Background: an optimization exercise with open tools, aiming at small area, a short achievable clock period and few clock cycles per item. Do not read the settings as production practice. In this exercise RTL edits were held to simulation tests only and were not proved equivalent to the original. Power and IR drop assume default switching activity.

**design/flow/design.v**
```verilog
package rfc_pkg;
   localparam int DEPTH      = 16;
   localparam int ELEM_WIDTH = 32;
   localparam int PTR_W      = (DEPTH > 1) ? $clog2(DEPTH) : 1;
   localparam int CNT_W      = $clog2(DEPTH + 1);
   localparam int CAP_W      = 5;
   localparam int DATA_W     = 32;
   localparam int STAT_W     = 32;
   localparam int OCC_W      = 5;
   localparam logic [CAP_W-1:0] CAP_RESET = CAP_W'(16);
   localparam logic OP_ENQ = 1'b0;
   localparam logic OP_DEQ = 1'b1;
   localparam logic STATUS_DONE   = 1'b0;
   localparam logic STATUS_REJECT = 1'b1;
   typedef struct packed {
      logic clear;
      logic enq_ok;
      logic enq_full;
      logic deq_ok;
      logic deq_empty;
   } stat_evt_type;
   function automatic logic [CNT_W-1:0] eff_cap(input logic [CAP_W-1:0] cap);
      logic [CNT_W-1:0] res;
      if (cap == '0) begin
         res = CNT_W'(1);
      end else if (int'(cap) > DEPTH) begin
         res = CNT_W'(DEPTH);
      end else begin
         res = CNT_W'(cap);
      end
      eff_cap = res;
   endfunction
   function automatic logic [PTR_W-1:0] next_ptr(input logic [PTR_W-1:0] ptr,
                                                 input logic [CNT_W-1:0] cap);
      logic [CNT_W:0] nx;
      nx = (CNT_W+1)'(ptr) + (CNT_W+1)'(1);
      next_ptr = (nx >= (CNT_W+1)'(cap)) ? '0 : PTR_W'(nx);
   endfunction
endpackage
module rfc_ram #(
   parameter int WIDTH  = 32,
   parameter int DEPTH  = 16,
   parameter int ADDR_W = 4
) (
   input  logic              clock,
   input  logic              wr_en,
   input  logic [ADDR_W-1:0] wr_addr,
   input  logic [WIDTH-1:0]  wr_data,
   input  logic [DEPTH-1:0]  rd_sel,
   output logic [WIDTH-1:0]  rd_data
);
   logic [WIDTH-1:0] mem_ff [DEPTH];
   always_ff @(posedge clock) begin
      if (wr_en) begin
         mem_ff[wr_addr] <= wr_data;
      end
   end
   always_comb begin
      rd_data = '0;
      for (int i = 0; i < DEPTH; i++) begin
         rd_data |= mem_ff[i] & {WIDTH{rd_sel[i]}};
      end
   end
endmodule
module rfc_stats (
   input  logic                         clock,
   input  logic                         reset,
   input  rfc_pkg::stat_evt_type        evt,
   output logic [rfc_pkg::STAT_W-1:0]   enq_ok_cnt,
   output logic [rfc_pkg::STAT_W-1:0]   enq_full_cnt,
   output logic [rfc_pkg::STAT_W-1:0]   deq_ok_cnt,
   output logic [rfc_pkg::STAT_W-1:0]   deq_empty_cnt
);
   logic [rfc_pkg::STAT_W-1:0] enq_ok_ff;
   logic [rfc_pkg::STAT_W-1:0] enq_full_ff;
   logic [rfc_pkg::STAT_W-1:0] deq_ok_ff;
   logic [rfc_pkg::STAT_W-1:0] deq_empty_ff;
   function automatic logic [rfc_pkg::STAT_W-1:0] sat_inc(
      input logic [rfc_pkg::STAT_W-1:0] v);
      logic [rfc_pkg::STAT_W:0] s;
      s = {1'b0, v} + (rfc_pkg::STAT_W+1)'(1);
      sat_inc = s[rfc_pkg::STAT_W-1:0] | {rfc_pkg::STAT_W{s[rfc_pkg::STAT_W]}};
   endfunction
   always_ff @(posedge clock) begin
      if (reset || evt.clear) begin
         enq_ok_ff    <= '0;
         enq_full_ff  <= '0;
         deq_ok_ff    <= '0;
         deq_empty_ff <= '0;
      end else begin
         if (evt.enq_ok)    enq_ok_ff    <= sat_inc(enq_ok_ff);
         if (evt.enq_full)  enq_full_ff  <= sat_inc(enq_full_ff);
         if (evt.deq_ok)    deq_ok_ff    <= sat_inc(deq_ok_ff);
         if (evt.deq_empty) deq_empty_ff <= sat_inc(deq_empty_ff);
      end
   end
   assign enq_ok_cnt    = enq_ok_ff;
   assign enq_full_cnt  = enq_full_ff;
   assign deq_ok_cnt    = deq_ok_ff;
   assign deq_empty_cnt = deq_empty_ff;
endmodule
module ring_fifo_with_counters (
   input  logic                          clock,
   input  logic                          reset,
   input  logic                          csr_wr_en,
   input  logic [rfc_pkg::CAP_W-1:0]     csr_wr_data,
   input  logic                          req_valid,
   output logic                          req_stall,
   input  logic                          req_op,
   input  logic [rfc_pkg::DATA_W-1:0]    req_data_in,
   output logic                          rsp_valid,
   input  logic                          rsp_stall,
   output logic                          rsp_status,
   output logic [rfc_pkg::DATA_W-1:0]    rsp_data_out,
   output logic                          rsp_is_empty,
   output logic                          rsp_is_full,
   output logic [rfc_pkg::OCC_W-1:0]     rsp_occupancy,
   output logic [rfc_pkg::STAT_W-1:0]    rsp_enqueue_count,
   output logic [rfc_pkg::STAT_W-1:0]    rsp_enqueue_full_count,
   output logic [rfc_pkg::STAT_W-1:0]    rsp_dequeue_count,
   output logic [rfc_pkg::STAT_W-1:0]    rsp_dequeue_empty_count
);
   logic [rfc_pkg::CNT_W-1:0]       cap_ff;      
   logic [rfc_pkg::PTR_W-1:0]       wptr_ff;
   logic [rfc_pkg::DEPTH-1:0]       rsel_ff;     
   logic [rfc_pkg::CNT_W-1:0]       fill_ff;
   logic                            empty_ff;
   logic                            full_ff;
   logic                            rsp_valid_ff;
   logic                            status_ff;
   logic [rfc_pkg::DATA_W-1:0]      data_ff;
   logic                            accept;
   logic                            is_enq, is_deq;
   logic [rfc_pkg::CNT_W-1:0]       fill_in;
   rfc_pkg::stat_evt_type           evt;
   logic [rfc_pkg::ELEM_WIDTH-1:0]  rd_data;
   assign req_stall = rsp_valid_ff && rsp_stall;
   assign accept    = req_valid && !req_stall;
   assign is_enq    = accept && (req_op == rfc_pkg::OP_ENQ);
   assign is_deq    = accept && (req_op == rfc_pkg::OP_DEQ);
   always_comb begin
      evt.clear     = csr_wr_en;
      evt.enq_ok    = is_enq && !full_ff;
      evt.enq_full  = is_enq && full_ff;
      evt.deq_ok    = is_deq && !empty_ff;
      evt.deq_empty = is_deq && empty_ff;
   end
   always_comb begin
      fill_in = fill_ff;
      if (evt.enq_ok) fill_in = fill_ff + rfc_pkg::CNT_W'(1);
      if (evt.deq_ok) fill_in = fill_ff - rfc_pkg::CNT_W'(1);
   end
   always_ff @(posedge clock) begin
      if (reset) begin
         cap_ff       <= rfc_pkg::CNT_W'(rfc_pkg::DEPTH);
         wptr_ff      <= '0;
         rsel_ff      <= rfc_pkg::DEPTH'(1);
         fill_ff      <= '0;
         empty_ff     <= 1'b1;
         full_ff      <= 1'b0;
         rsp_valid_ff <= 1'b0;
      end else if (csr_wr_en) begin
         cap_ff       <= rfc_pkg::eff_cap(csr_wr_data);
         wptr_ff      <= '0;
         rsel_ff      <= rfc_pkg::DEPTH'(1);
         fill_ff      <= '0;
         empty_ff     <= 1'b1;
         full_ff      <= 1'b0;
         rsp_valid_ff <= 1'b0;
      end else begin
         rsp_valid_ff <= accept || req_stall;
         if (evt.enq_ok) wptr_ff <= wptr_ff + rfc_pkg::PTR_W'(1);
         if (evt.deq_ok) rsel_ff <= {rsel_ff[rfc_pkg::DEPTH-2:0], rsel_ff[rfc_pkg::DEPTH-1]};
         fill_ff  <= fill_in;
         empty_ff <= (fill_in == '0);
         full_ff  <= (fill_in == cap_ff);
      end
   end
   always_ff @(posedge clock) begin
      if (!req_stall) begin
         status_ff <= (req_op == rfc_pkg::OP_ENQ) ? full_ff : empty_ff;
         data_ff   <= ((req_op == rfc_pkg::OP_DEQ) && !empty_ff) ? rd_data : '0;
      end
   end
   rfc_ram #(
      .WIDTH  (rfc_pkg::ELEM_WIDTH),
      .DEPTH  (rfc_pkg::DEPTH),
      .ADDR_W (rfc_pkg::PTR_W)
   ) u_ram (
      .clock   (clock),
      .wr_en   (!fill_ff[rfc_pkg::CNT_W-1]),
      .wr_addr (wptr_ff),
      .wr_data (req_data_in[rfc_pkg::ELEM_WIDTH-1:0]),
      .rd_sel  (rsel_ff),
      .rd_data (rd_data)
   );
   rfc_stats u_stats (
      .clock         (clock),
      .reset         (reset),
      .evt           (evt),
      .enq_ok_cnt    (rsp_enqueue_count),
      .enq_full_cnt  (rsp_enqueue_full_count),
      .deq_ok_cnt    (rsp_dequeue_count),
      .deq_empty_cnt (rsp_dequeue_empty_count)
   );
   assign rsp_valid     = rsp_valid_ff;
   assign rsp_status    = status_ff;
   assign rsp_data_out  = data_ff;
   assign rsp_is_empty  = empty_ff;
   assign rsp_is_full   = full_ff;
   assign rsp_occupancy = rfc_pkg::OCC_W'(fill_ff);
endmodule
```
**design/flow/flow/run.sh**
```bash
#!/bin/bash
# Own layout flow: the standard ORFS layout (standard.sh), except that the
# ports are buffered with a plain buffer cell instead of the resizer's default
# pick (a slow delay cell).
set -euo pipefail
export BUFFER_PORTS_ARGS="-buffer_cell sky130_fd_sc_hd__buf_2"
bash standard.sh > flow_make.log 2>&1
```
**design/flow/standard.sh**
```bash
#!/bin/bash
# synth_recipe.tcl (not shown) runs the flow's synth.tcl, then flattens the netlist and writes it again
# the make line also repeats each setting of config.mk as NAME=value (left out here)
make -C /OpenROAD-flow-scripts/flow DESIGN_CONFIG=/design/flow/config.mk WORK_HOME=/design/flow/orfs CLKGATE_MAP_FILE= SYNTH_SCRIPT=/design/flow/synth_recipe.tcl "${@:-finish}"
```
**design/flow/config.mk**
```make
export PLATFORM = sky130hd
export DESIGN_NAME = ring_fifo_with_counters
export DESIGN_NICKNAME = ring_fifo_with_counters
export VERILOG_FILES = /design/flow/design.v
export SDC_FILE = /design/flow/constraint.sdc
export NUM_CORES = 4
export LEC_CHECK = 0
export ABC_CLOCK_PERIOD_IN_PS = 2200
export CAP_MARGIN = 20
export CORE_MARGIN = 2
export CORE_UTILIZATION = 65
export CTS_BUF_LIST = sky130_fd_sc_hd__clkbuf_4 sky130_fd_sc_hd__clkbuf_8
export CTS_CLUSTER_SIZE = 24
export SETUP_SLACK_MARGIN = 1.8
export SLEW_MARGIN = 20
```
**design/flow/constraint.sdc**
```tcl
create_clock -name core_clock -period 4.0 [get_ports {clock}]
set_input_delay 0.8000 -clock core_clock [delete_from_list [all_inputs] [get_ports {clock}]]
set_output_delay 0.8000 -clock core_clock [all_outputs]
set_load 0.01 [all_outputs]
```
==> impl_metrics.py, run 1 <==
metrics = {
    "place": {
        "hpwl_um": 36840,
        "globalplace.congestion": 0.8952,
        "place_inst": 2512,
        "portBuffers": 212,
        "placed_area_um2": 28990,
    },
    "cells_and_area": {
        "multi_input_area_um2": 7347,
        "instances_no_fill": 2725,
        "fin_nets": 2153,
        "drive_gt1_frac": 0.2548,
        "syn2layout_area_growth_pct": 16.88,
        "fin_area_um2": 31440,
        "regArea_um2": 19610,
        "final_common_cell": "edfxtp_1",
        "nFillCells": 2474,
        "final_cell_mix": "edfxtp_1, buf_2, dfxtp_1, clkbuf_8",
        "postLayoutCoreUtil": 0.7700,
    },
    "route": {
        "ant_nets": 0,
        "routed_wl_um": 69840,
        "met2_length_um": 32660,
        "dr.pass1.iters": 5,
        "wl_per_cell_um": 25.63,
        "top_layer_used": "met5",
        "dr.first_iter.drc_count": 1957,
        "drc": 0,
        "vias_per_cell": 6.595,
        "via_count": 17971,
        "met1Wirelength_um": 27510,
        "met3_length_um": 7698,
    },
    "timing": {
        "setup_viol": 0,
        "fin_setup_tns_ps": 0,
        "fmax_ghz": 0.4633,
        "tightest_slew_ps": 1287,
        "fin_crit_ps": 2159,
        "slew_viol_final": 0,
        "slew_headroom": 0.1423,
        "skew_ps": 26.61,
        "final_hold_viol_count": 0,
        "finalCritPeriodShare": 0.5396,
        "rsz0062_at_grt": "true",
    },
    "grt": {
        "grt_max_degree": 77,
        "grt_overflow_total": 0,
        "track_usage": 0.3197,
        "antenna_found_initial": 4,
        "grt_pass1_vias": 16863,
        "grt_pass1_wl_um": 103200,
    },
    "critical_path": {
        "end_kind": "primary output",
        "worstPathRequired_ps": 3200,
        "worst_r2r_path_depth": 4,
        "r2r_end": "data_ff[21]",
        "r2r_start": "rsel_ff[4]",
        "path_class": "reg -> out",
        "rrSetupSlack_ps": 1860,
        "critPathArrivalTime_ps": 1360,
        "cp-start-kind": "flip-flop",
        "cp_max_fo": 4,
    },
    "floorplan": {
        "die_area_um2": 43030,
        "start_util": 0.6588,
        "pin_count": 213,
        "core_area_um2": 40830,
        "die_height_um": 207.4,
        "die_w_um": 207.4,
        "row_count": 74,
    },
    "logic_synthesis": {
        "ys_seq_area_frac": 0.7282,
        "ys.flop_type": "edfxtp_1",
        "netlist_area_um2": 26900,
        "ys_warn_count": 3,
        "ys_ff_latch": 706,
        "synth_edf_count": 545,
        "netlist_instances": 1840,
        "yosysUniqueCellTypes": 56,
        "ys_async_sr_fraction": 0,
        "syn_area_per_cell_um2": 14.62,
        "syn-num-nets": 1893,
    },
    "clocking": {
        "numCtsBuffers": 108,
        "cts_tree": "done",
        "clock_path_buffers": 3,
        "clk-insertion-delay-late_ps": 710,
        "cts.clk_slew.worst_paths_ps": 60,
        "h-tree-depth": 3,
        "cts-root-buf": "clkbuf_8",
        "cts.sinks": 706,
    },
    "power_and_ir_drop": {
        "ir_drop_mv": 0.5373,
        "power_density_nw_per_um2": 453.7,
        "total_power_uw": 14270,
        "leakagePower_uw": 0.01068,
    },
    "run": {
        "maxCapViolations": 0,
    },
    "min_path": {
        "min_to": "rsp_valid_ff",
        "hold_path_depth": 2,
        "holdCritStartpoint": "req_valid",
        "hold_class": "in -> reg",
    },
    "run_status": {
        "status": "finished clean",
    },
}
synth_stat cells, types with 6 or more instances:
cell	instances	area (um^2)
nand2b_1	10	62.56
buf_2	6	30.03
a22oi_1	64	480.5
a31oi_1	43	269.0
nand3_1	44	220.2
dfxtp_1	161	3223
xor2_1	55	481.7
a21oi_1	133	665.6
nand2_1	88	330.3
o21ai_0	14	70.07
xnor2_1	49	429.2
and2_1	8	50.05
nand4_1	42	262.8
nor3_1	49	245.2
clkbuf_1	103	386.6
and4_1	18	157.7
ha_1	10	125.1
a22o_1	96	840.8
inv_1	17	63.81
nor2_1	42	157.7
a221oi_1	97	849.6
edfxtp_1	545	16370
nor4_1	20	125.1
and3_1	61	381.6
state kept, by name (all words and copies together), names as in the netlist, 4 cells and up:
| name | cells |
|---|---|
| wptr_ff | 4 |
| cap_ff | 5 |
| data_ff | 32 |
| u_ram.mem_ff | 512 |
| u_stats.deq_empty_ff | 32 |
| fill_ff | 5 |
| rsel_ff | 16 |
| u_stats.deq_ok_ff | 32 |
| u_stats.enq_ok_ff | 32 |
| u_stats.enq_full_ff | 32 |
report_power, final:
part           leakage (uW)  internal [uW]  switching (uW)
Clock               0.00117           3240            2730
Combinational       0.00316            102             219
Sequential          0.00635           7950            24.1
Total                0.0107          11300            2970
cells by family after synthesis:
logic type / Yosys count / synth area share
buffers and inverters: 131 / 0.01912
AO/OA/AOI/OAI: 468 / 0.1247
flip-flops: 706 / 0.7282
adder cells (fa/ha/maj): 10 / 0.004651
XOR/XNOR: 108 / 0.03721
AND/OR/NAND/NOR: 417 / 0.08610
critical path, stage by stage, from the launching register on:
cell and delay, ps:
dfxtp_2 390, nand2_2 80, inv_1 70, buf_2 120
worst max path at each step:
stage	from	end	slack, ps	cells after the start
2_1_floorplan	fill_ff[4]	u_ram.mem_ff[15][0]	1320	3
3_3_place_gp	rsp_stall	u_stats.deq_ok_ff[4]	990	6
3_5_place_dp	rsp_stall	u_stats.deq_ok_ff[5]	850	6
4_1_cts	u_stats.enq_ok_ff[14]	u_stats.enq_ok_ff[20]	1800	5
5_1_grt	rsp_valid_ff	req_stall	1770	3
6_report	rsp_valid_ff	req_stall	1840	3
what timing repair did:
action                     4_1_cts  5_1_grt
pin swaps                        5        3
setup buffers                    5        5
resized for setup               21       24
hold buffers                     0        0
setup endpoints to repair      275      182
per-layer routing:
metal  up-vias  track usage
met4         2       0.1116
met1      8951       0.4590
li1       7879            -
met3       143      0.07443
met2       996       0.4874
met5         -            0
cell type report:
type / instances / share of cell area
Multi-Input combinational cell: 1003 / 0.2337
Timing Repair Buffer: 264 / 0.04907
Clock inverter: 47 / 0.01003
Antenna cell: 3 / 0.0002388
Sequential cell: 706 / 0.6238
Clock buffer: 153 / 0.06001
Tap cell: 532 / 0.02117
Inverter: 17 / 0.002030
per-stage QoR:
step           hold slack, ps  setup slack, ps
4_1_cts                 314.1             1797
6_report                354.1             1841
2_1_floorplan           456.1             1322
3_3_place_gp            475.5            986.2
3_5_place_dp            486.7            851.6
5_1_grt                 342.1             1774
Testbench counts, summed over its fixed seeds: cycles 14,424, items 14,400.
==> run 2, diff against run 1 <==
--- a/design/flow/config.mk
+++ b/design/flow/config.mk
@@ -9,7 +9,5 @@
 export CAP_MARGIN = 20
 export CORE_MARGIN = 2
 export CORE_UTILIZATION = 65
-export CTS_BUF_LIST = sky130_fd_sc_hd__clkbuf_4 sky130_fd_sc_hd__clkbuf_8
-export CTS_CLUSTER_SIZE = 24
 export SETUP_SLACK_MARGIN = 1.8
 export SLEW_MARGIN = 20
==> run 2 against run 1 <==
Net effect:
- critical path depth down 2
- global-route usage up 0.099 points
- hold slack better by 96 ps
- worst setup slack gained 15 ps
- still clean
- first-iteration DRC count rose by 16%
- combinational power hardly changed
- clock power increased by 5.5%
- area after synthesis is the same
- sequential power about the same
==> impl_metrics.py, run 2 <==
metrics = {
    "run_status": {
        "status": "finished clean",
    },
    "timing": {
        "fin_setup_tns_ps": 0,
        "skew_ps": 26.42,
        "final_hold_viol_count": 0,
        "setup_viol": 0,
        "slew_headroom": 0.1963,
        "rsz0062_at_grt": "true",
        "tightest_slew_ps": 1206,
        "finalCritPeriodShare": 0.5360,
        "fin_crit_ps": 2144,
        "slew_viol_final": 0,
        "fmax_ghz": 0.4664,
    },
    "critical_path": {
        "slowest_stage": "dfxtp_2",
        "cp-start-kind": "flip-flop",
        "path_class": "reg -> out",
        "end_kind": "primary output",
        "worstPathRequired_ps": 3200,
        "crit_family": "flip-flops",
        "cp_cell_sequence": "buf_2",
        "max_stage_delay_ps": 530,
        "critPathArrivalTime_ps": 1340,
        "cp_max_fo": 7,
        "path_buf_inv": 1,
    },
    "power_and_ir_drop": {
        "leakagePower_uw": 0.01063,
        "seqPwrFrac": 0.546,
        "switchingPower_uw": 3008,
        "intPower_uw": 11580,
        "ir_drop_mv": 0.4136,
        "p_comb_frac": 0.022,
        "power_density_nw_per_um2": 464.2,
        "swShare": 0.2062,
        "clkPwrFrac": 0.432,
    },
    "grt": {
        "grt_max_degree": 77,
        "grt_overflow_total": 0,
        "use_met3": 0.05794,
        "grt_use_met2": 0.4914,
        "track_usage": 0.3207,
        "grt_pass1_wl_um": 103400,
        "top_usage_layer": "met2",
        "antenna_found_initial": 3,
        "grt_pass1_vias": 16740,
        "grt_util_met1": 0.4676,
    },
    "logic_synthesis": {
        "yosysTopAreaCell": "edfxtp_1",
        "netlist_area_um2": 26900,
        "ys_warn_count": 3,
        "ys.flop_type": "edfxtp_1",
        "ys_ff_latch": 706,
        "synth_edf_count": 545,
        "synth.most_common_cell": "edfxtp_1",
        "synth_top_area_frac": 0.6084,
        "ys_seq_area_frac": 0.7282,
        "ys_async_sr_fraction": 0,
        "netlist_instances": 1840,
        "syn-num-nets": 1893,
        "yosysUniqueCellTypes": 56,
        "synthTopCellsByArea": "edfxtp_1, dfxtp_1, a221oi_1",
        "synth_commonest_cells": "edfxtp_1, dfxtp_1, a21oi_1",
        "syn_area_per_cell_um2": 14.62,
    },
    "floorplan": {
        "core_area_um2": 40830,
        "die_w_um": 207.4,
        "row_count": 74,
        "die_height_um": 207.4,
        "die_area_um2": 43030,
        "start_util": 0.6588,
        "pin_count": 213,
    },
    "route": {
        "wl_per_cell_um": 26.53,
        "dr.pass1.iters": 5,
        "vias_per_cell": 6.751,
        "ant_nets": 0,
        "dr.first_iter.drc_count": 2261,
        "routed_wl_um": 70240,
        "via_count": 17876,
        "drc": 0,
    },
    "clocking": {
        "cts_tree": "done",
        "cts.clk_slew.worst_paths_ps": 60,
        "numCtsBuffers": 70,
        "cts.sinks": 706,
        "cts-root-buf": "clkbuf_16",
        "hold_buffers": 0,
        "clock_path_buffers": 3,
        "h-tree-depth": 3,
        "clk-insertion-delay-late_ps": 620,
    },
    "cells_and_area": {
        "fin_area_um2": 31430,
        "regMostFlops": "u_ram.mem_ff",
        "final_common_cell": "edfxtp_1",
        "fin_nets": 2114,
        "syn2layout_area_growth_pct": 16.85,
        "largest_reg_flops": 512,
        "final_cell_mix": "edfxtp_1, buf_2, dfxtp_1, a22o_1, a221oi_1",
        "drive_gt1_frac": 0.2247,
    },
    "place": {
        "hpwl_um": 36840,
        "globalplace.congestion": 0.8952,
        "placed_area_um2": 28990,
        "portBuffers": 212,
    },
    "min_path": {
        "hold_class": "in -> reg",
    },
    "run": {
        "maxCapViolations": 0,
    },
}
-- run 2: final cells by class --
| class | count | area, um^2 |
|---|---|---|
| Antenna cell | 2 | 5.005 |
| Clock buffer | 89 | 1854 |
| Clock inverter | 36 | 364.1 |
| Fill cell | 2466 | 9400 |
| Inverter | 17 | 63.81 |
| Multi-Input combinational cell | 1003 | 7346 |
| Sequential cell | 706 | 19600 |
| Tap cell | 532 | 665.6 |
| Timing Repair Buffer | 263 | 1531 |
-- run 2: logic make-up after synthesis --
family / synth area share
and+or+nand+nor: 0.08610
adders and majority gates: 0.004651
AOI/OAI and AO/OA: 0.1247
xor gates and xnor gates: 0.03721
DFF: 0.7282
buffers and inverters: 0.01912
-- run 2: path summary, 6_finish.rpt --
| path | from | to | slack, ps | depth (start not counted) |
|---|---|---|---|---|
| min | reset | cap_ff[0] | 450 | 2 |
| max | fill_ff[4] | rsp_occupancy[4] | 1860 | 1 |
| min reg2reg | cap_ff[0] | cap_ff[0] | 500 | 2 |
| max reg2reg | full_ff | u_stats.enq_ok_ff[29] | 1890 | 5 |
-- run 2: timing repair --
action | in CTS | in global routing
pin swaps | 5 | 4
resized for setup | 18 | 20
setup endpoints to repair | 286 | 250
buffers inserted | 5 | 4
gates cloned | 0 | 0
-- run 2: power by group through the flow --
stage | clock network [uW] | logic (uW) | registers [uW]
final | 6300 | 322 | 7970
after global routing | 6620 | 347 | 7970
after CTS | 6370 | 315 | 7970
after detailed placement | 0 | 312 | 8130
after global placement | 0 | 303 | 8120
after floorplan | 0 | 141 | 8140
-- run 2: routing by layer --
metal  wire length (um)  vias up
met2              32850     1056
met1              27530     8880
met4               2137        2
met3               7709      170
met5                 13        -
li1                   -     7768
-- run 2: metrics by stage --
| stage | utilization | hold slack (ps) | cells | worst slack (ps) | power [uW] |
|---|---|---|---|---|---|
| floorplan | - | 456.1 | 1840 | 1322 | 8277 |
| global placement | 0.7100 | 475.5 | 2512 | 986.2 | 8427 |
| detailed placement | 0.7100 | 486.7 | 2512 | 851.6 | 8440 |
| CTS | 0.7667 | 414.8 | 2642 | 1789 | 14650 |
| global route | 0.7697 | 453.3 | 2647 | 1796 | 14940 |
| finish | 0.7698 | 450.0 | 2648 | 1856 | 14590 |
-- run 2: worst register-to-register path, delay by kind of cell (launching register included) --
family             cells  cell delay (ps)
DFF                    1              360
and+or+nand+nor        4             1470
AOI/OAI and AO/OA      1              200
==> run 3, diff against run 2 <==
--- a/design/flow/config.mk
+++ b/design/flow/config.mk
@@ -9,5 +9,5 @@
 export CAP_MARGIN = 20
 export CORE_MARGIN = 2
 export CORE_UTILIZATION = 65
-export SETUP_SLACK_MARGIN = 1.8
+export SETUP_SLACK_MARGIN = 1.5
 export SLEW_MARGIN = 20
==> run 3 against run 2 <==
Net effect:
- critical path depth stayed put
- hold slack better by 21 ps
- flip-flop and latch count stayed put
- critical endpoint unchanged
- largest power group unchanged
==> impl_metrics.py, run 3 <==
metrics = {
    "run_status": {
        "status": "finished clean",
    },
    "timing": {
        "setup_viol": 0,
        "rsz0062_at_grt": "false",
        "tightest_slew_ps": 1191,
        "layout_setup_ws_ps": 1591,
        "fin_setup_tns_ps": 0,
        "final_hold_viol_count": 0,
        "skew_ps": 13.51,
        "finalCritPeriodShare": 0.6021,
        "fin_crit_ps": 2409,
        "slew_viol_final": 0,
        "fmax_ghz": 0.4152,
        "slew_headroom": 0.2059,
    },
    "critical_path": {
        "worst_r2r_path_depth": 2,
        "r2r_end": "u_ram.mem_ff[5][22]",
        "cp_cell_sequence": "buf_2",
        "critPathCapture": "rsp_occupancy[4]",
        "timing.critical_path.from": "fill_ff[4]",
        "path_class": "reg -> out",
        "cp_max_fo": 13,
        "r2r_start": "fill_ff[4]",
        "max_stage_delay_ps": 760,
        "slowest_stage": "dfxtp_1",
        "cp-start-kind": "flip-flop",
        "crit_family": "flip-flops",
        "end_kind": "primary output",
        "critPathArrivalTime_ps": 1610,
        "worstPathRequired_ps": 3200,
        "path_buf_inv": 1,
        "rrSetupSlack_ps": 1600,
        "path_depth": 1,
    },
    "route": {
        "dr.pass1.iters": 5,
        "ant_nets": 0,
        "via_count": 17839,
        "dr.first_iter.drc_count": 2056,
        "drc": 0,
        "wl_per_cell_um": 26.96,
        "routed_wl_um": 71340,
        "vias_per_cell": 6.742,
    },
    "cells_and_area": {
        "syn2layout_area_growth_pct": 15.23,
        "largest_reg_flops": 512,
        "regMostFlops": "u_ram.mem_ff",
        "final_common_cell": "edfxtp_1",
        "postLayoutCoreUtil": 0.7591,
        "fin_nets": 2115,
        "fin_area_um2": 31000,
        "drive_gt1_frac": 0.1908,
        "final_cell_mix": "edfxtp_1, buf_2, dfxtp_1, a21oi_1, a221oi_1",
    },
    "logic_synthesis": {
        "syn-num-nets": 1893,
        "synth_top_area_frac": 0.6084,
        "ys_seq_area_frac": 0.7282,
        "syn_area_per_cell_um2": 14.62,
        "yosysUniqueCellTypes": 56,
        "ys_async_sr_fraction": 0,
        "ys_ff_latch": 706,
        "synthTopCellsByArea": "edfxtp_1, dfxtp_1, a221oi_1",
        "synth_edf_count": 545,
        "netlist_instances": 1840,
        "synth_commonest_cells": "edfxtp_1, dfxtp_1, a21oi_1",
        "ys.flop_type": "edfxtp_1",
        "netlist_area_um2": 26900,
        "yosysTopAreaCell": "edfxtp_1",
        "ys_warn_count": 3,
        "synth.most_common_cell": "edfxtp_1",
    },
    "power_and_ir_drop": {
        "clkPwrFrac": 0.438,
        "swShare": 0.1946,
        "seqPwrFrac": 0.540,
        "ir_drop_mv": 0.5236,
        "power_density_nw_per_um2": 476.0,
        "leakagePower_uw": 0.01050,
        "switchingPower_uw": 2871,
        "p_comb_frac": 0.021,
        "total_power_uw": 14760,
        "intPower_uw": 11880,
    },
    "clocking": {
        "h-tree-depth": 3,
        "numCtsBuffers": 70,
        "cts.sinks": 706,
        "cts_tree": "done",
        "cts.clk_slew.worst_paths_ps": 60,
        "cts-root-buf": "clkbuf_16",
        "clk-insertion-delay-late_ps": 580,
        "hold_buffers": 0,
        "clock_path_buffers": 3,
    },
    "grt": {
        "track_usage": 0.3248,
        "grt_pass1_wl_um": 105000,
        "grt_pass1_vias": 16977,
        "antenna_found_initial": 5,
        "grt_overflow_total": 0,
        "grt_use_met2": 0.5163,
        "grt_util_met1": 0.4498,
        "top_usage_layer": "met2",
        "grt_max_degree": 75,
        "use_met3": 0.07156,
    },
    "floorplan": {
        "die_area_um2": 43030,
        "die_w_um": 207.4,
        "row_count": 74,
        "core_area_um2": 40830,
        "die_height_um": 207.4,
        "start_util": 0.6588,
        "pin_count": 213,
    },
    "run": {
        "maxCapViolations": 0,
    },
    "place": {
        "pre_cts_slack_ps": 822.8,
        "portBuffers": 212,
        "hpwl_um": 37980,
        "globalplace.congestion": 0.8976,
        "placed_area_um2": 28690,
    },
    "min_path": {
        "hold_class": "in -> reg",
    },
}
run 3: cells by family (layout without fill, tap and decap cells):
| family | count (synthesis) | in the layout | synth area share |
|---|---|---|---|
| XOR/XNOR | 108 | 108 | 0.03721 |
| AND/OR/NAND/NOR | 417 | 418 | 0.08610 |
| buffers and inverters | 131 | 402 | 0.01912 |
| adder cells (fa/ha/maj) | 10 | 10 | 0.004651 |
| AO/OA/AOI/OAI | 468 | 468 | 0.1247 |
| flip-flops | 706 | 706 | 0.7282 |
| other | 0 | 2 | 0 |
run 3: routing by layer:
metal	wire [um]	share of wire
met4	2335	0.033
met1	27970	0.39
met3	7545	0.11
met5	30	0.00042
met2	33460	0.47
run 3: final cells by class:
type | count | area (um^2)
diodes | 2 | 5.005
clock buffers | 88 | 1883
clock inverters | 34 | 362.8
fillers | 2502 | 9836
inverters | 17 | 63.81
multi-input cells | 1004 | 6948
flip-flops and latches | 706 | 19600
well taps | 532 | 665.6
repair buffers | 263 | 1469
run 3: worst min-delay path by stage:
stage               from      endpoint  slack (ps)  depth (start not counted)
6_report       req_valid  rsp_valid_ff         470                          2
5_1_grt        req_valid  rsp_valid_ff         480                          2
4_1_cts        req_valid  rsp_valid_ff         440                          2
3_5_place_dp   cap_ff[3]     cap_ff[3]         480                          2
3_3_place_gp   cap_ff[0]     cap_ff[0]         480                          2
2_1_floorplan  cap_ff[3]     cap_ff[3]         460                          2
run 3: metrics by stage:
step	hold WS [ps]	instances
after floorplan	456.1	1840
after global placement	479.8	2518
after detailed placement	479.1	2518
after CTS	441.8	2642
after global routing	475.9	2645
final	470.6	2646
run 3: power by group through the flow:
stage | combinational (uW) | sequential [uW] | clock, uW
after floorplan | 134 | 8140 | 0
after global placement | 300 | 8130 | 0
after detailed placement | 308 | 8130 | 0
after CTS | 309 | 7970 | 6510
after global routing | 339 | 7970 | 6780
final | 313 | 7970 | 6470
run 3: what timing repair did:
item / CTS / global route
pin swaps: 1 / 3
cloned: 0 / 1
buffers inserted: 2 / 1
setup endpoints to repair: 61 / 94
resized for setup: 3 / 4
==> run 4, diff against run 3 <==
--- a/design/flow/config.mk
+++ b/design/flow/config.mk
@@ -9,5 +9,5 @@
 export CAP_MARGIN = 20
 export CORE_MARGIN = 2
 export CORE_UTILIZATION = 65
-export SETUP_SLACK_MARGIN = 1.5
+export SETUP_SLACK_MARGIN = 1.9
 export SLEW_MARGIN = 20
==> run 4 against run 3 <==
Net effect:
- still clean on timing, DRC and antenna
- design area rose by 2.0%
- register-to-register slack better by 350 ps
- core utilization up 1.5 points
- worst setup slack better by 340 ps
- non-clock buffer count grew 13
- critical path type is now in -> reg
- critical endpoint is now u_stats.enq_ok_ff[21]
==> impl_metrics.py, run 4 <==
metrics = {
    "run_status": {
        "status": "finished clean",
    },
    "cells_and_area": {
        "final_cell_mix": "edfxtp_1, buf_2, dfxtp_1, a22o_1, a221oi_1",
        "final_common_cell": "edfxtp_1",
        "fin_area_um2": 31610,
        "syn2layout_area_growth_pct": 17.49,
        "drive_gt1_frac": 0.2332,
        "fin_nets": 2128,
        "nFillCells": 2404,
        "regMostFlops": "u_ram.mem_ff",
        "largest_reg_flops": 512,
    },
    "logic_synthesis": {
        "syn-num-nets": 1893,
        "ys_seq_area_frac": 0.7282,
        "ys_warn_count": 3,
        "synthTopCellsByArea": "edfxtp_1, dfxtp_1, a221oi_1",
        "syn_area_per_cell_um2": 14.62,
        "synth_commonest_cells": "edfxtp_1, dfxtp_1, a21oi_1",
        "ys_ff_latch": 706,
        "netlist_instances": 1840,
        "ys_async_sr_fraction": 0,
        "netlist_area_um2": 26900,
        "synth.most_common_cell": "edfxtp_1",
        "ys.flop_type": "edfxtp_1",
        "synth_edf_count": 545,
        "yosysUniqueCellTypes": 56,
        "yosysTopAreaCell": "edfxtp_1",
        "synth_top_area_frac": 0.6084,
    },
    "critical_path": {
        "path_buf_inv": 1,
        "cp_cell_sequence": "buf_2 -> or2_4 -> or4_4 -> nor2_4 -> nand2_4 -> a21oi_2",
        "r2r_start": "full_ff",
        "end_kind": "flip-flop",
        "cp_max_fo": 11,
        "r2r_end": "u_stats.enq_ok_ff[21]",
        "worstPathRequired_ps": 4510,
        "path_class": "in -> reg",
        "max_stage_delay_ps": 610,
        "worst_r2r_path_depth": 5,
        "crit_family": "simple AND/OR/NAND/NOR gates",
        "slowest_stage": "or4_4",
        "cp-start-kind": "primary input",
        "path_depth": 6,
        "critPathArrivalTime_ps": 2580,
        "rrSetupSlack_ps": 1950,
    },
    "min_path": {
        "hold_path_depth": 2,
        "holdCritStartpoint": "reset",
        "min_to": "cap_ff[1]",
        "hold_class": "in -> reg",
    },
    "place": {
        "placed_area_um2": 29070,
        "hpwl_um": 36660,
        "portBuffers": 212,
        "globalplace.congestion": 0.8810,
    },
    "clocking": {
        "h-tree-depth": 3,
        "cts_tree": "done",
        "cts-root-buf": "clkbuf_16",
        "hold_buffers": 0,
        "clk-insertion-delay-late_ps": 590,
        "numCtsBuffers": 70,
        "cts.clk_slew.worst_paths_ps": 60,
        "clock_path_buffers": 3,
        "cts.sinks": 706,
    },
    "floorplan": {
        "row_count": 74,
        "start_util": 0.6588,
        "die_height_um": 207.4,
        "pin_count": 213,
        "die_w_um": 207.4,
        "core_area_um2": 40830,
        "die_area_um2": 43030,
    },
    "timing": {
        "final_hold_viol_count": 0,
        "rsz0062_at_grt": "true",
        "tightest_slew_ps": 1216,
        "finalCritPeriodShare": 0.5171,
        "fmax_ghz": 0.4835,
        "setup_viol": 0,
        "slew_viol_final": 0,
        "fin_crit_ps": 2068,
        "skew_ps": 19.69,
        "slew_headroom": 0.1896,
        "fin_setup_tns_ps": 0,
    },
    "route": {
        "drc": 0,
        "wl_per_cell_um": 26.66,
        "dr.pass1.iters": 5,
        "via_count": 17909,
        "routed_wl_um": 70810,
        "ant_nets": 0,
        "vias_per_cell": 6.743,
        "dr.first_iter.drc_count": 2119,
    },
    "run": {
        "maxCapViolations": 0,
    },
    "power_and_ir_drop": {
        "power_density_nw_per_um2": 461.0,
        "leakagePower_uw": 0.01082,
        "ir_drop_mv": 0.4373,
    },
    "grt": {
        "grt_pass1_vias": 17194,
        "grt_pass1_wl_um": 105500,
        "track_usage": 0.3262,
        "grt_overflow_total": 0,
        "antenna_found_initial": 3,
        "grt_max_degree": 60,
    },
}
[run 4: cell counts after synthesis]
No cell type changed its count.
[run 4: worst max path at each step]
stage                               to  slack, ps               startpoint
6_report         u_stats.enq_ok_ff[21]       1930                   req_op
3_5_place_dp      u_stats.enq_ok_ff[2]       1110                   req_op
2_1_floorplan       u_ram.mem_ff[4][0]       1510               wptr_ff[2]
3_3_place_gp      u_stats.enq_ok_ff[2]       1160                   req_op
4_1_cts               rsp_occupancy[4]       1620               fill_ff[4]
5_1_grt        u_stats.enq_full_ff[29]       1860  u_stats.enq_full_ff[16]
[run 4: per-stage QoR]
stage / util / power, uW / worst slack [ps] / hold WS (ps) / std cells
floorplan: - / 8281 / 1505 / 456.1 / 1840
global placement: 0.7119 / 8430 / 1165 / 479.4 / 2511
detailed placement: 0.7119 / 8441 / 1108 / 493.6 / 2511
CTS: 0.7707 / 14630 / 1616 / 442.0 / 2646
global route: 0.7740 / 14930 / 1858 / 466.2 / 2655
finish: 0.7740 / 14570 / 1932 / 465.1 / 2656
[run 4: cells by family after synthesis]
logic type                 share of synthesized area
adders and majority gates                   0.004651
buffers and inverters                        0.01912
and+or+nand+nor                              0.08610
AOI/OAI and AO/OA                             0.1247
xor gates and xnor gates                     0.03721
DFF                                           0.7282
[run 4: routing by layer]
layer  GRT usage  share of wire
met1      0.4664           0.40
met2      0.5049           0.47
met3     0.06324           0.11
met4      0.1232          0.030
met5           0        0.00030
[run 4: area by class of cell]
| type | count | area (um^2) | area share |
|---|---|---|---|
| multi-input cells | 1004 | 7453 | 0.2358 |
| flip-flops and latches | 706 | 19620 | 0.6207 |
| clock inverters | 27 | 247.7 | 0.007838 |
| diodes | 1 | 2.502 | 0.00007918 |
| clock buffers | 93 | 1922 | 0.06081 |
| inverters | 17 | 63.81 | 0.002019 |
| well taps | 532 | 665.6 | 0.02106 |
| repair buffers | 276 | 1632 | 0.05162 |
[run 4: where the power goes]
group          internal, uW  switching [uW]
Clock                  3680            2590
Combinational           103             218
Sequential             7950            25.2
[run 4: timing repair]
item                                   4_1_cts  5_1_grt
pin swaps                                    9        6
endpoints found under the hold margin        0        0
resized for setup                           23       20
cloned                                       0        1
setup endpoints to repair                  456      131
setup buffers                               15        8
==> run 5, diff against run 4 <==
--- a/design/flow/config.mk
+++ b/design/flow/config.mk
@@ -8,6 +8,6 @@
 export ABC_CLOCK_PERIOD_IN_PS = 2200
 export CAP_MARGIN = 20
 export CORE_MARGIN = 2
-export CORE_UTILIZATION = 65
+export CORE_UTILIZATION = 75
 export SETUP_SLACK_MARGIN = 1.9
 export SLEW_MARGIN = 20
==> run 5 against run 4 <==
Net effect:
- cell count is 2.3% lower
- global-route usage increased by 9.4 points
- highest routed layer unchanged
- largest power group unchanged
- clock power up 4.3%
- via count up 9.2%
- still clean
- hold slack got worse by 2.8 ps
- synthesized cell count did not move
==> impl_metrics.py, run 5 <==
metrics = {
    "logic_synthesis": {
        "netlist_area_um2": 26900,
        "ys.flop_type": "edfxtp_1",
        "synth.most_common_cell": "edfxtp_1",
        "ys_ff_latch": 706,
        "ys_seq_area_frac": 0.7282,
        "syn-num-nets": 1893,
        "ys_warn_count": 3,
        "ys_async_sr_fraction": 0,
        "synth_commonest_cells": "edfxtp_1, dfxtp_1, a21oi_1",
        "synth_edf_count": 545,
        "netlist_instances": 1840,
        "yosysUniqueCellTypes": 56,
        "synthTopCellsByArea": "edfxtp_1, dfxtp_1, a221oi_1",
        "synth_top_area_frac": 0.6084,
        "syn_area_per_cell_um2": 14.62,
        "yosysTopAreaCell": "edfxtp_1",
    },
    "route": {
        "dr.pass1.iters": 6,
        "routed_wl_um": 79690,
        "via_count": 19555,
        "dr.first_iter.drc_count": 2873,
        "ant_nets": 0,
        "vias_per_cell": 7.533,
        "wl_per_cell_um": 30.70,
        "drc": 0,
    },
    "critical_path": {
        "crit_family": "flip-flops",
        "timing.critical_path.from": "data_ff[12]",
        "worstPathRequired_ps": 3200,
        "cp-start-kind": "flip-flop",
        "cp_max_fo": 1,
        "path_class": "reg -> out",
        "slowest_stage": "edfxtp_1",
        "max_stage_delay_ps": 560,
        "r2r_start": "rsel_ff[14]",
        "r2r_end": "data_ff[18]",
        "end_kind": "primary output",
        "cp_cell_sequence": "buf_2",
        "rrSetupSlack_ps": 1890,
        "path_buf_inv": 1,
        "critPathArrivalTime_ps": 1390,
        "worst_r2r_path_depth": 5,
    },
    "clocking": {
        "h-tree-depth": 3,
        "clk-insertion-delay-late_ps": 610,
        "cts_tree": "done",
        "numCtsBuffers": 67,
        "cts.clk_slew.worst_paths_ps": 90,
        "cts.sinks": 706,
        "clock_path_buffers": 3,
        "hold_buffers": 0,
        "cts-root-buf": "clkbuf_16",
    },
    "place": {
        "hpwl_um": 37950,
        "portBuffers": 212,
        "globalplace.congestion": 0.8929,
    },
    "floorplan": {
        "row_count": 69,
        "core_area_um2": 35480,
        "die_w_um": 193.4,
        "die_height_um": 193.4,
        "pin_count": 213,
        "start_util": 0.7581,
        "die_area_um2": 37400,
    },
    "min_path": {
        "hold_class": "in -> reg",
        "hold_path_depth": 3,
        "min_to": "cap_ff[1]",
        "holdCritStartpoint": "csr_wr_data[1]",
    },
    "timing": {
        "slew_viol_final": 0,
        "timing.hold.ws_ps": 462.3,
        "tightest_slew_ps": 865.3,
        "fmax_ghz": 0.4557,
        "skew_ps": 46.03,
        "fin_setup_tns_ps": 0,
        "finalCritPeriodShare": 0.5486,
        "fin_crit_ps": 2194,
        "rsz0062_at_grt": "true",
        "slew_headroom": 0.4223,
        "setup_viol": 0,
        "final_hold_viol_count": 0,
    },
    "cells_and_area": {
        "regMostFlops": "u_ram.mem_ff",
        "fin_nets": 2137,
        "final_cell_mix": "edfxtp_1, buf_2, dfxtp_1, a22o_1, a221oi_1",
        "syn2layout_area_growth_pct": 18.14,
        "largest_reg_flops": 512,
        "final_common_cell": "edfxtp_1",
        "drive_gt1_frac": 0.2411,
    },
    "power_and_ir_drop": {
        "leakagePower_uw": 0.01095,
        "power_density_nw_per_um2": 468.1,
        "ir_drop_mv": 0.6124,
    },
    "grt": {
        "antenna_found_initial": 5,
        "grt_max_degree": 63,
        "grt_overflow_total": 0,
        "track_usage": 0.4200,
        "grt_pass1_wl_um": 117300,
        "grt_pass1_vias": 18950,
    },
    "run": {
        "maxCapViolations": 0,
    },
    "run_status": {
        "status": "finished clean",
    },
}
run 5: cell counts after synthesis:
No cell type changed its count.
run 5: timing repair:
item	in CTS	in global routing
gates resized for setup	25	31
setup buffers	15	13
gates cloned	0	2
pin swaps	10	10
setup endpoints to repair	423	145
run 5: report_power, final:
| group | total [uW] | switching [uW] | internal (uW) |
|---|---|---|---|
| clock | 6550 | 2730 | 3820 |
| sequential | 7980 | 35.8 | 7950 |
| combinational | 343 | 238 | 105 |
run 5: layer usage:
metal | wire length (um) | track usage
met2 | 36710 | 0.6476
met5 | 13 | 0
met4 | 4737 | 0.2282
met1 | 26650 | 0.5552
met3 | 11580 | 0.1098
run 5: area by class of cell:
class	instances	area, um^2
clock buffers	81	1782
diodes	3	7.507
fillers	1327	3704
clock inverters	36	427.9
multi-input cells	1005	7513
inverters	17	63.81
well taps	461	576.8
flip-flops and latches	706	19610
repair buffers	287	1799
run 5: cells by family (layout without fill, tap and decap cells):
| kind of cell | after synthesis | after routing | synth area share |
|---|---|---|---|
| other | 0 | 3 | 0 |
| adders and majority gates | 10 | 10 | 0.004651 |
| AOI/OAI and AO/OA | 468 | 468 | 0.1247 |
| xor gates and xnor gates | 108 | 108 | 0.03721 |
| buffers and inverters | 131 | 421 | 0.01912 |
| DFF | 706 | 706 | 0.7282 |
| and+or+nand+nor | 417 | 419 | 0.08610 |
run 5: worst min-delay path: stages:
cell,delay [ps]
buf_2,90
a21oi_1,50
nor2_1,70
run 5: per-stage QoR:
step,total power (uW),setup WS (ps),instances,cell area (um^2),utilization
finish,14880,1806,2596,31780,0.8956
floorplan,8281,1505,1840,27450,-
global route,15140,1793,2595,31780,0.8956
CTS,14850,1777,2578,31530,0.8885
detailed placement,8443,1070,2446,29040,0.8185
global placement,8426,1211,2446,29040,0.8185
run 5: how the worst max path moves through the flow:
stage / to / cells past startpoint
floorplan: u_ram.mem_ff[4][0] / 3
global placement: u_stats.deq_empty_ff[31] / 6
detailed placement: u_stats.deq_ok_ff[15] / 7
CTS: rsp_data_out[12] / 1
global route: rsp_data_out[12] / 1
finish: rsp_data_out[12] / 1
==> run 6, diff against run 5 <==
--- a/design/flow/config.mk
+++ b/design/flow/config.mk
@@ -8,6 +8,8 @@
 export ABC_CLOCK_PERIOD_IN_PS = 2200
 export CAP_MARGIN = 20
 export CORE_MARGIN = 2
-export CORE_UTILIZATION = 75
+export CORE_UTILIZATION = 65
+export CTS_CLUSTER_DIAMETER = 60
+export CTS_CLUSTER_SIZE = 30
 export SETUP_SLACK_MARGIN = 1.9
 export SLEW_MARGIN = 20
==> run 6 against run 5 <==
Net effect:
- combinational power down 6.4%
- hold slack got worse by 5.6 ps
- global-route usage down 10 points
- critical endpoint is now rsp_occupancy[3]
- largest cell class unchanged
- critical path depth did not move
==> impl_metrics.py, run 6 <==
metrics = {
    "place": {
        "place_inst": 2511,
        "globalplace.congestion": 0.8810,
        "hpwl_um": 36660,
        "pre_cts_slack_ps": 1108,
        "portBuffers": 212,
    },
    "clocking": {
        "clock_path_buffers": 3,
        "h-tree-depth": 2,
        "cts.sinks": 706,
        "clk-insertion-delay-late_ps": 590,
        "cts.clk_slew.worst_paths_ps": 90,
        "cts_tree": "done",
        "numCtsBuffers": 41,
        "cts-root-buf": "clkbuf_16",
    },
    "floorplan": {
        "core_area_um2": 40830,
        "die_height_um": 207.4,
        "die_area_um2": 43030,
        "pin_count": 213,
        "row_count": 74,
        "start_util": 0.6588,
        "die_w_um": 207.4,
    },
    "power_and_ir_drop": {
        "switchingPower_uw": 2871,
        "leakagePower_uw": 0.01044,
        "swShare": 0.2212,
        "power_density_nw_per_um2": 421.0,
        "seqPwrFrac": 0.613,
        "p_comb_frac": 0.025,
        "ir_drop_mv": 0.3977,
        "intPower_uw": 10110,
        "clkPwrFrac": 0.362,
    },
    "logic_synthesis": {
        "ys_warn_count": 3,
        "syn_area_per_cell_um2": 14.62,
        "synth_top_area_frac": 0.6084,
        "synthTopCellsByArea": "edfxtp_1, dfxtp_1, a221oi_1",
        "ys.flop_type": "edfxtp_1",
        "ys_seq_area_frac": 0.7282,
        "synth_commonest_cells": "edfxtp_1, dfxtp_1, a21oi_1",
        "netlist_instances": 1840,
        "ys_async_sr_fraction": 0,
        "yosysUniqueCellTypes": 56,
        "syn-num-nets": 1893,
        "synth_edf_count": 545,
        "synth.most_common_cell": "edfxtp_1",
        "yosysTopAreaCell": "edfxtp_1",
        "netlist_area_um2": 26900,
        "ys_ff_latch": 706,
    },
    "grt": {
        "grt_pass1_wl_um": 103000,
        "grt_max_degree": 60,
        "antenna_found_initial": 4,
        "grt_overflow_total": 0,
        "grt_pass1_vias": 16713,
        "track_usage": 0.3175,
    },
    "min_path": {
        "hold_path_depth": 2,
        "hold_class": "in -> reg",
    },
    "cells_and_area": {
        "nFillCells": 2499,
        "drive_gt1_frac": 0.2296,
        "regMostFlops": "u_ram.mem_ff",
        "final_cell_mix": "edfxtp_1, buf_2, dfxtp_1, a22o_1, a221oi_1",
        "syn2layout_area_growth_pct": 14.63,
        "largest_reg_flops": 512,
        "fin_nets": 2097,
        "instances_no_fill": 2606,
        "regArea_um2": 19620,
        "final_common_cell": "edfxtp_1",
        "multi_input_area_um2": 7452,
    },
    "critical_path": {
        "cp-start-kind": "flip-flop",
        "critPathArrivalTime_ps": 1270,
        "worstPathRequired_ps": 3200,
        "max_stage_delay_ps": 490,
        "worst_r2r_path_depth": 4,
        "slowest_stage": "dfxtp_1",
        "end_kind": "primary output",
        "cp_max_fo": 5,
        "crit_family": "flip-flops",
        "cp_cell_sequence": "buf_2",
        "path_buf_inv": 1,
        "path_depth": 1,
        "path_class": "reg -> out",
    },
    "timing": {
        "fmax_ghz": 0.4835,
        "final_hold_viol_count": 0,
        "setup_viol": 0,
        "layout_setup_ws_ps": 1932,
        "slew_viol_final": 0,
        "slew_headroom": 0.2039,
        "finalCritPeriodShare": 0.5171,
        "fin_setup_tns_ps": 0,
        "tightest_slew_ps": 1194,
        "timing.hold.ws_ps": 456.7,
        "rsz0062_at_grt": "true",
        "fin_crit_ps": 2068,
        "skew_ps": 24.94,
    },
    "run_status": {
        "status": "finished clean",
    },
    "route": {
        "via_count": 17740,
        "ant_nets": 0,
        "dr.first_iter.drc_count": 2285,
        "routed_wl_um": 69360,
        "wl_per_cell_um": 26.61,
        "dr.pass1.iters": 5,
        "drc": 0,
        "vias_per_cell": 6.807,
    },
    "run": {
        "maxCapViolations": 0,
    },
}
[run 6: routing by layer]
layer | vias to the layer above | global-route usage | part of all wire | wire length, um
met5 | - | 0 | 0.00055 | 38
met4 | 6 | 0.1034 | 0.030 | 2100
met3 | 146 | 0.05280 | 0.11 | 7534
met2 | 1025 | 0.4968 | 0.47 | 32590
met1 | 8852 | 0.4622 | 0.39 | 27100
li1 | 7711 | - | - | -
[run 6: cell families after synthesis]
kind of cell	Yosys count	share of synthesized area
DFF	706	0.7282
AOI/OAI and AO/OA	468	0.1247
and+or+nand+nor	417	0.08610
buffers and inverters	131	0.01912
xor gates and xnor gates	108	0.03721
adders and majority gates	10	0.004651
[run 6: layout make-up]
cell class                 count  share of cell area
clock buffer                  41             0.03327
sequential                   706              0.6364
antenna                        1          0.00008115
multi-input combinational   1003              0.2417
timing repair buffer         275             0.05238
inverter                      17            0.002069
clock inverter                31             0.01258
tap                          532             0.02159
[run 6: through the flow]
step | total power (uW) | cell area (um^2) | util
2_1_floorplan | 8281 | 27450 | -
3_3_place_gp | 8430 | 29070 | 0.7119
3_5_place_dp | 8441 | 29070 | 0.7119
4_1_cts | 13020 | 30680 | 0.7514
5_1_grt | 13300 | 30840 | 0.7552
6_report | 12980 | 30840 | 0.7552
[run 6: timing repair]
item,4_1_cts,5_1_grt
hold buffers,0,0
endpoints found under the setup margin,452,171
buffers inserted,12,10
resized for setup,25,23
pin swaps,8,6
[run 6: path summary, 6_finish.rpt]
path	end	from	slack, ps
hold reg to reg	cap_ff[0]	cap_ff[0]	510
setup / recovery	rsp_occupancy[3]	fill_ff[3]	1930
setup reg to reg	data_ff[25]	rsel_ff[12]	1970
hold / removal	rsp_valid_ff	req_valid	460
[run 6: power by group through the flow]
stage	clock [uW]	sequential, uW	combinational (uW)
2_1_floorplan	0	8140	145
3_3_place_gp	0	8120	305
3_5_place_dp	0	8130	313
4_1_cts	4750	7960	316
5_1_grt	4990	7960	347
6_report	4700	7960	321
==> run 7, diff against run 6 <==
--- a/design/flow/config.mk
+++ b/design/flow/config.mk
@@ -9,7 +9,7 @@
 export CAP_MARGIN = 20
 export CORE_MARGIN = 2
 export CORE_UTILIZATION = 65
-export CTS_CLUSTER_DIAMETER = 60
-export CTS_CLUSTER_SIZE = 30
-export SETUP_SLACK_MARGIN = 1.9
+export CTS_CLUSTER_DIAMETER = 70
+export CTS_CLUSTER_SIZE = 35
+export SETUP_SLACK_MARGIN = 2.1
 export SLEW_MARGIN = 20
==> run 7 against run 6 <==
Net effect:
- via count up 8.8%
- cell count increased by 6.3%
- design area up 8.5%
- largest power group unchanged
- synthesized cell count did not move
- fmax fell by 0.95%
- power decreased by 1.4%
- still clean
==> impl_metrics.py, run 7 <==
metrics = {
    "run_status": {
        "status": "finished clean",
    },
    "floorplan": {
        "row_count": 74,
        "die_area_um2": 43030,
        "pin_count": 213,
        "die_w_um": 207.4,
        "core_area_um2": 40830,
        "start_util": 0.6588,
        "die_height_um": 207.4,
    },
    "cells_and_area": {
        "fin_area_um2": 33470,
        "regMostFlops": "u_ram.mem_ff",
        "nFillCells": 2025,
        "postLayoutCoreUtil": 0.8198,
        "regArea_um2": 19990,
        "largest_reg_flops": 512,
        "drive_gt1_frac": 0.3821,
        "final_common_cell": "edfxtp_1",
        "multi_input_area_um2": 8374,
        "syn2layout_area_growth_pct": 24.43,
        "final_cell_mix": "edfxtp_1, buf_4, buf_2, a22o_1, a221oi_1",
        "fin_nets": 2263,
    },
    "logic_synthesis": {
        "ys_ff_latch": 706,
        "ys.flop_type": "edfxtp_1",
        "synth_commonest_cells": "edfxtp_1, dfxtp_1, a21oi_1",
        "ys_warn_count": 3,
        "synth_top_area_frac": 0.6084,
        "yosysUniqueCellTypes": 56,
        "netlist_area_um2": 26900,
        "ys_seq_area_frac": 0.7282,
        "syn-num-nets": 1893,
        "synth.most_common_cell": "edfxtp_1",
        "syn_area_per_cell_um2": 14.62,
        "synthTopCellsByArea": "edfxtp_1, dfxtp_1, a221oi_1",
        "synth_edf_count": 545,
        "netlist_instances": 1840,
        "yosysTopAreaCell": "edfxtp_1",
        "ys_async_sr_fraction": 0,
    },
    "timing": {
        "skew_ps": 42.69,
        "tightest_slew_ps": 799.3,
        "slew_headroom": 0.4671,
        "slew_viol_final": 0,
        "fin_crit_ps": 2088,
        "rsz0062_at_grt": "true",
        "fmax_ghz": 0.4789,
        "final_hold_viol_count": 0,
        "setup_viol": 0,
        "fin_setup_tns_ps": 0,
        "finalCritPeriodShare": 0.5221,
    },
    "place": {
        "portBuffers": 212,
        "globalplace.congestion": 0.9017,
        "placed_area_um2": 29180,
        "hpwl_um": 37560,
    },
    "grt": {
        "track_usage": 0.3420,
        "top_usage_layer": "met2",
        "grt_use_met2": 0.5294,
        "use_met3": 0.07958,
        "antenna_found_initial": 4,
        "grt_overflow_total": 0,
        "grt_util_met1": 0.4739,
        "grt_pass1_wl_um": 109600,
        "grt_max_degree": 63,
        "grt_pass1_vias": 17541,
    },
    "power_and_ir_drop": {
        "intPower_uw": 9995,
        "p_comb_frac": 0.031,
        "total_power_uw": 12810,
        "seqPwrFrac": 0.617,
        "leakagePower_uw": 0.01156,
        "clkPwrFrac": 0.352,
        "swShare": 0.2195,
        "switchingPower_uw": 2810,
        "ir_drop_mv": 0.5419,
        "power_density_nw_per_um2": 382.6,
    },
    "route": {
        "dr.first_iter.drc_count": 2541,
        "ant_nets": 0,
        "drc": 0,
        "wl_per_cell_um": 28.79,
        "routed_wl_um": 79740,
        "via_count": 19301,
        "vias_per_cell": 6.968,
        "dr.pass1.iters": 5,
    },
    "critical_path": {
        "worst_r2r_path_depth": 9,
        "r2r_end": "u_stats.enq_ok_ff[8]",
        "critPathArrivalTime_ps": 2550,
        "rrSetupSlack_ps": 1910,
        "cp_max_fo": 5,
        "path_class": "reg -> reg",
        "cp-start-kind": "flip-flop",
        "r2r_start": "rsp_valid_ff",
        "worstPathRequired_ps": 4460,
        "end_kind": "flip-flop",
    },
    "clocking": {
        "clk-insertion-delay-late_ps": 610,
        "cts-root-buf": "clkbuf_16",
        "numCtsBuffers": 37,
        "cts_tree": "done",
        "cts.sinks": 706,
        "h-tree-depth": 2,
        "clock_path_buffers": 3,
        "hold_buffers": 0,
        "cts.clk_slew.worst_paths_ps": 90,
    },
    "min_path": {
        "hold_path_depth": 1,
        "hold_class": "reg -> reg",
        "holdCritStartpoint": "u_stats.deq_empty_ff[0]",
        "min_to": "u_stats.deq_empty_ff[0]",
    },
    "run": {
        "maxCapViolations": 0,
    },
}
-- run 7: cell count changes in the layout (fill, tap and decap cells not counted), moves of 29 or more --
cell,before,now
buf_2,212,181
buf_4,53,186
dfxtp_2,18,59
dfxtp_4,3,87
buf_6,5,46
dfxtp_1,140,15
a21oi_1,89,60
-- run 7: cell type report --
cell class | instances | share of cell area
antenna | 3 | 0.0002243
clock buffer | 41 | 0.02904
clock inverter | 23 | 0.009046
inverter | 17 | 0.001981
multi-input combinational | 1021 | 0.2502
sequential | 706 | 0.5972
tap | 532 | 0.01989
timing repair buffer | 427 | 0.09244
-- run 7: power groups by stage --
stage                     clock (uW)  combinational [uW]  sequential (uW)
after floorplan                    0                 155             8140
after global placement             0                 308             8130
after detailed placement           0                 317             8130
after CTS                       4500                 364             7920
after global routing            4750                 422             7910
final                           4500                 396             7910
-- run 7: cells by family (layout without fill, tap and decap cells) --
| kind of cell | Yosys count | count (layout) | share of synthesized area |
|---|---|---|---|
| buffers and inverters | 131 | 508 | 0.01912 |
| AO/OA/AOI/OAI | 468 | 469 | 0.1247 |
| AND/OR/NAND/NOR | 417 | 434 | 0.08610 |
| other | 0 | 3 | 0 |
| adder cells (fa/ha/maj) | 10 | 10 | 0.004651 |
| flip-flops | 706 | 706 | 0.7282 |
| XOR/XNOR | 108 | 108 | 0.03721 |
-- run 7: through the flow --
stage	cells	worst slack, ps	hold WS (ps)
3_3_place_gp	2509	1165	485.6
3_5_place_dp	2509	1108	504.5
5_1_grt	2769	1839	482.2
2_1_floorplan	1840	1585	456.1
4_1_cts	2708	1773	465.9
6_report	2770	1912	469.7
-- run 7: worst max-delay path by stage --
stage,from,endpoint,slack (ps),cells past startpoint
after global routing,rsp_valid_ff,u_stats.enq_ok_ff[20],1840,8
after global placement,rsp_stall,u_stats.deq_empty_ff[31],1160,6
final,rsp_valid_ff,u_stats.enq_ok_ff[8],1910,9
after detailed placement,req_op,u_stats.enq_ok_ff[29],1110,6
after CTS,rsp_stall,req_stall,1770,4
after floorplan,req_op,u_stats.enq_ok_ff[30],1590,7
-- run 7: critical path: stages, from the launching register on --
cell     delay (ps)
dfxtp_4         370
buf_6           130
a21bo_4         230
buf_12          140
buf_12          120
nor4_4          390
buf_4           210
nand3_2         110
xor2_2          210
a21oi_2          70
-- run 7: per-layer routing --
metal / share of wire / vias up / wire length, um
met2: 0.47 / 1330 / 37340
met4: 0.042 / 2 / 3381
met3: 0.12 / 247 / 9473
met5: 0.00019 / - / 15
met1: 0.37 / 9640 / 29530
li1: - / 8082 / -
-- run 7: timing repair --
action | CTS | global route
pin swaps | 40 | 46
buffers inserted | 126 | 50
setup endpoints to repair | 723 | 293
cloned | 9 | 9
gates resized for setup | 296 | 131
==> run 8, diff against run 7 <==
--- a/design/flow/config.mk
+++ b/design/flow/config.mk
@@ -5,11 +5,11 @@
 export SDC_FILE = /design/flow/constraint.sdc
 export NUM_CORES = 4
 export LEC_CHECK = 0
-export ABC_CLOCK_PERIOD_IN_PS = 2200
+export ABC_CLOCK_PERIOD_IN_PS = 1600
 export CAP_MARGIN = 20
 export CORE_MARGIN = 2
 export CORE_UTILIZATION = 65
 export CTS_CLUSTER_DIAMETER = 70
 export CTS_CLUSTER_SIZE = 35
-export SETUP_SLACK_MARGIN = 2.1
+export SETUP_SLACK_MARGIN = 2.0
 export SLEW_MARGIN = 20
==> run 8 against run 7 <==
Net effect:
- combinational power down 14%
- core utilization down 5.9 points
- still clean
- area after synthesis unchanged
- fmax up 4.0%
==> impl_metrics.py, run 8 <==
metrics = {
    "run_status": {
        "status": "finished clean",
    },
    "place": {
        "hpwl_um": 36940,
        "portBuffers": 212,
        "globalplace.congestion": 0.8734,
    },
    "logic_synthesis": {
        "synthMuxAreaShare": 0,
        "ys_warn_count": 3,
        "yosysUniqueCellTypes": 56,
        "netlist_area_um2": 26900,
        "ys_seq_area_frac": 0.7282,
        "synth_commonest_cells": "edfxtp_1, dfxtp_1, a21oi_1",
        "netlist_instances": 1840,
        "synth_compound_area_frac": 0.1247,
        "synthTopCellsByArea": "edfxtp_1, dfxtp_1, a221oi_1",
        "synthXorXnorAreaFrac": 0.03721,
        "ys.flop_type": "edfxtp_1",
        "synth.most_common_cell": "edfxtp_1",
        "synth_top_area_frac": 0.6084,
        "syn-num-nets": 1893,
        "ys_async_sr_fraction": 0,
        "ys_ff_latch": 706,
        "syn_area_per_cell_um2": 14.62,
        "synth_top_family_by_area": "compound AO/OA/AOI/OAI gates",
        "synthAdderAreaFrac": 0.004651,
        "synthSimpleGateAreaFrac": 0.08610,
        "synth_edf_count": 545,
        "yosysTopAreaCell": "edfxtp_1",
    },
    "cells_and_area": {
        "final_common_cell": "edfxtp_1",
        "regMostFlops": "u_ram.mem_ff",
        "syn2layout_area_growth_pct": 15.52,
        "largest_reg_flops": 512,
        "final_cell_mix": "edfxtp_1, buf_2, a22o_1, a221oi_1, dfxtp_1",
        "fin_nets": 2119,
        "drive_gt1_frac": 0.2683,
    },
    "timing": {
        "slew_headroom": 0.2210,
        "finalCritPeriodShare": 0.5020,
        "skew_ps": 32.89,
        "fin_setup_tns_ps": 0,
        "slew_viol_final": 0,
        "setup_viol": 0,
        "fin_crit_ps": 2008,
        "rsz0062_at_grt": "true",
        "tightest_slew_ps": 1169,
        "final_hold_viol_count": 0,
        "fmax_ghz": 0.4981,
    },
    "critical_path": {
        "cp_cell_sequence": "nand2_4 -> inv_4 -> buf_6",
        "critPathArrivalTime_ps": 1210,
        "cp-start-kind": "flip-flop",
        "max_stage_delay_ps": 420,
        "rrSetupSlack_ps": 2010,
        "end_kind": "primary output",
        "worstPathRequired_ps": 3200,
        "timing.critical_path.from": "rsp_valid_ff",
        "r2r_start": "rsel_ff[11]",
        "worst_r2r_path_depth": 4,
        "slowest_stage": "dfxtp_4",
        "path_class": "reg -> out",
        "cp_max_fo": 6,
        "r2r_end": "data_ff[7]",
    },
    "clocking": {
        "cts.clk_slew.worst_paths_ps": 80,
        "cts-root-buf": "clkbuf_16",
        "cts.sinks": 706,
        "hold_buffers": 0,
        "clk-insertion-delay-late_ps": 600,
        "cts_tree": "done",
        "clock_path_buffers": 3,
        "numCtsBuffers": 36,
        "h-tree-depth": 2,
    },
    "grt": {
        "grt_max_degree": 69,
        "antenna_found_initial": 2,
        "grt_overflow_total": 0,
        "grt_pass1_wl_um": 103900,
        "grt_pass1_vias": 16608,
        "track_usage": 0.3216,
    },
    "floorplan": {
        "die_height_um": 207.4,
        "die_w_um": 207.4,
        "start_util": 0.6588,
        "pin_count": 213,
        "core_area_um2": 40830,
        "row_count": 74,
        "die_area_um2": 43030,
    },
    "min_path": {
        "hold_class": "in -> reg",
        "hold_path_depth": 2,
        "min_to": "cap_ff[3]",
        "holdCritStartpoint": "reset",
    },
    "power_and_ir_drop": {
        "power_density_nw_per_um2": 405.2,
        "total_power_uw": 12590,
        "leakagePower_uw": 0.01042,
        "ir_drop_mv": 0.6085,
    },
    "route": {
        "dr.pass1.iters": 5,
        "ant_nets": 0,
        "routed_wl_um": 71180,
        "via_count": 17932,
        "drc": 0,
        "vias_per_cell": 6.834,
        "wl_per_cell_um": 27.13,
        "dr.first_iter.drc_count": 2047,
    },
    "run": {
        "maxCapViolations": 0,
    },
}
-- run 8: layout make-up --
cell class,instances,area [um^2]
sequential,706,19720
inverter,17,66.31
multi-input combinational,1007,7548
timing repair buffer,298,1866
fill,2474,9758
tap,532,665.6
clock inverter,24,262.8
antenna,1,2.502
clock buffer,39,943.4
-- run 8: logic make-up (layout without fill, tap and decap cells) --
| family | Yosys count | after routing |
|---|---|---|
| flip-flops | 706 | 706 |
| adder cells (fa/ha/maj) | 10 | 10 |
| buffers and inverters | 131 | 378 |
| XOR/XNOR | 108 | 108 |
| AND/OR/NAND/NOR | 417 | 419 |
| AO/OA/AOI/OAI | 468 | 470 |
| other | 0 | 1 |
-- run 8: critical path: cells and delay by family, from the launching register on --
family	cells	cell delay, ps
and+or+nand+nor	1	70
DFF	1	420
buffers and inverters	2	150
-- run 8: through the flow --
stage	hold WS, ps	utilization	worst slack, ps	area (um^2)	std cells
2_1_floorplan	456.1	-	1585	27540	1840
3_5_place_dp	469.1	0.7104	1134	29010	2505
5_1_grt	468.5	0.7610	1951	31070	2623
6_report	470.0	0.7610	1992	31070	2624
4_1_cts	439.3	0.7529	1969	30740	2608
3_3_place_gp	448.6	0.7104	1180	29010	2505
-- run 8: per-layer routing --
metal	wire length, um	vias to the layer above	track usage
li1	-	7762	-
met1	27680	8991	0.4570
met2	33890	1013	0.5120
met3	7502	164	0.06415
met4	2104	2	0.09507
met5	7	-	0
-- run 8: worst max-delay path by stage --
stage	to	slack, ps	cells after the start
2_1_floorplan	u_stats.enq_ok_ff[30]	1590	7
3_3_place_gp	u_stats.enq_ok_ff[29]	1180	6
3_5_place_dp	u_stats.deq_empty_ff[31]	1130	6
4_1_cts	rsp_data_out[4]	1970	1
5_1_grt	rsp_data_out[12]	1950	1
6_report	req_stall	1990	3
-- run 8: report_power, final --
group | internal (uW) | switching (uW) | leakage [uW]
logic | 114 | 226 | 0.00344
registers | 7930 | 26.2 | 0.00638
clock network | 1890 | 2410 | 0.000590
-- run 8: repair_timing --
item / CTS / global route
buffers inserted: 37 / 14
gates cloned: 3 / 1
pin swaps: 18 / 14
endpoints found under the setup margin: 555 / 242
gates resized for setup: 72 / 66

re-timing with driven ports:
The results above use ideal ports. As a check the final layouts listed here were re-extracted and re-timed, cells and wires unchanged. Step 1 sets driving cells, clkbuf_16 on the clock port and buf_2 on the other inputs (assumed; they add their load-dependent delay and slew). Step 2 times the ports against the registers' clock, not the clock port: input delays grow and output delays shrink by t, the midpoint of the rising clock arrivals with the driver on. a / b / c = ideal ports / drivers / drivers and shift; a / b = the first two.
run	t, ns	slack for setup (ns)
run 1	0.746	1.841 / 1.791 / 1.311
run 2	0.665	1.856 / 1.795 / 1.247
run 3	0.636	1.591 / 1.533 / 1.179
run 4	0.639	1.932 / 1.875 / 1.311
run 5	0.643	1.806 / 1.750 / 1.316
run 6	0.637	1.932 / 1.877 / 1.352
run 7	0.643	1.912 / 1.912 / 1.369
run 8	0.635	1.992 / 1.933 / 1.405
After both steps setup and hold are still met in every run listed.
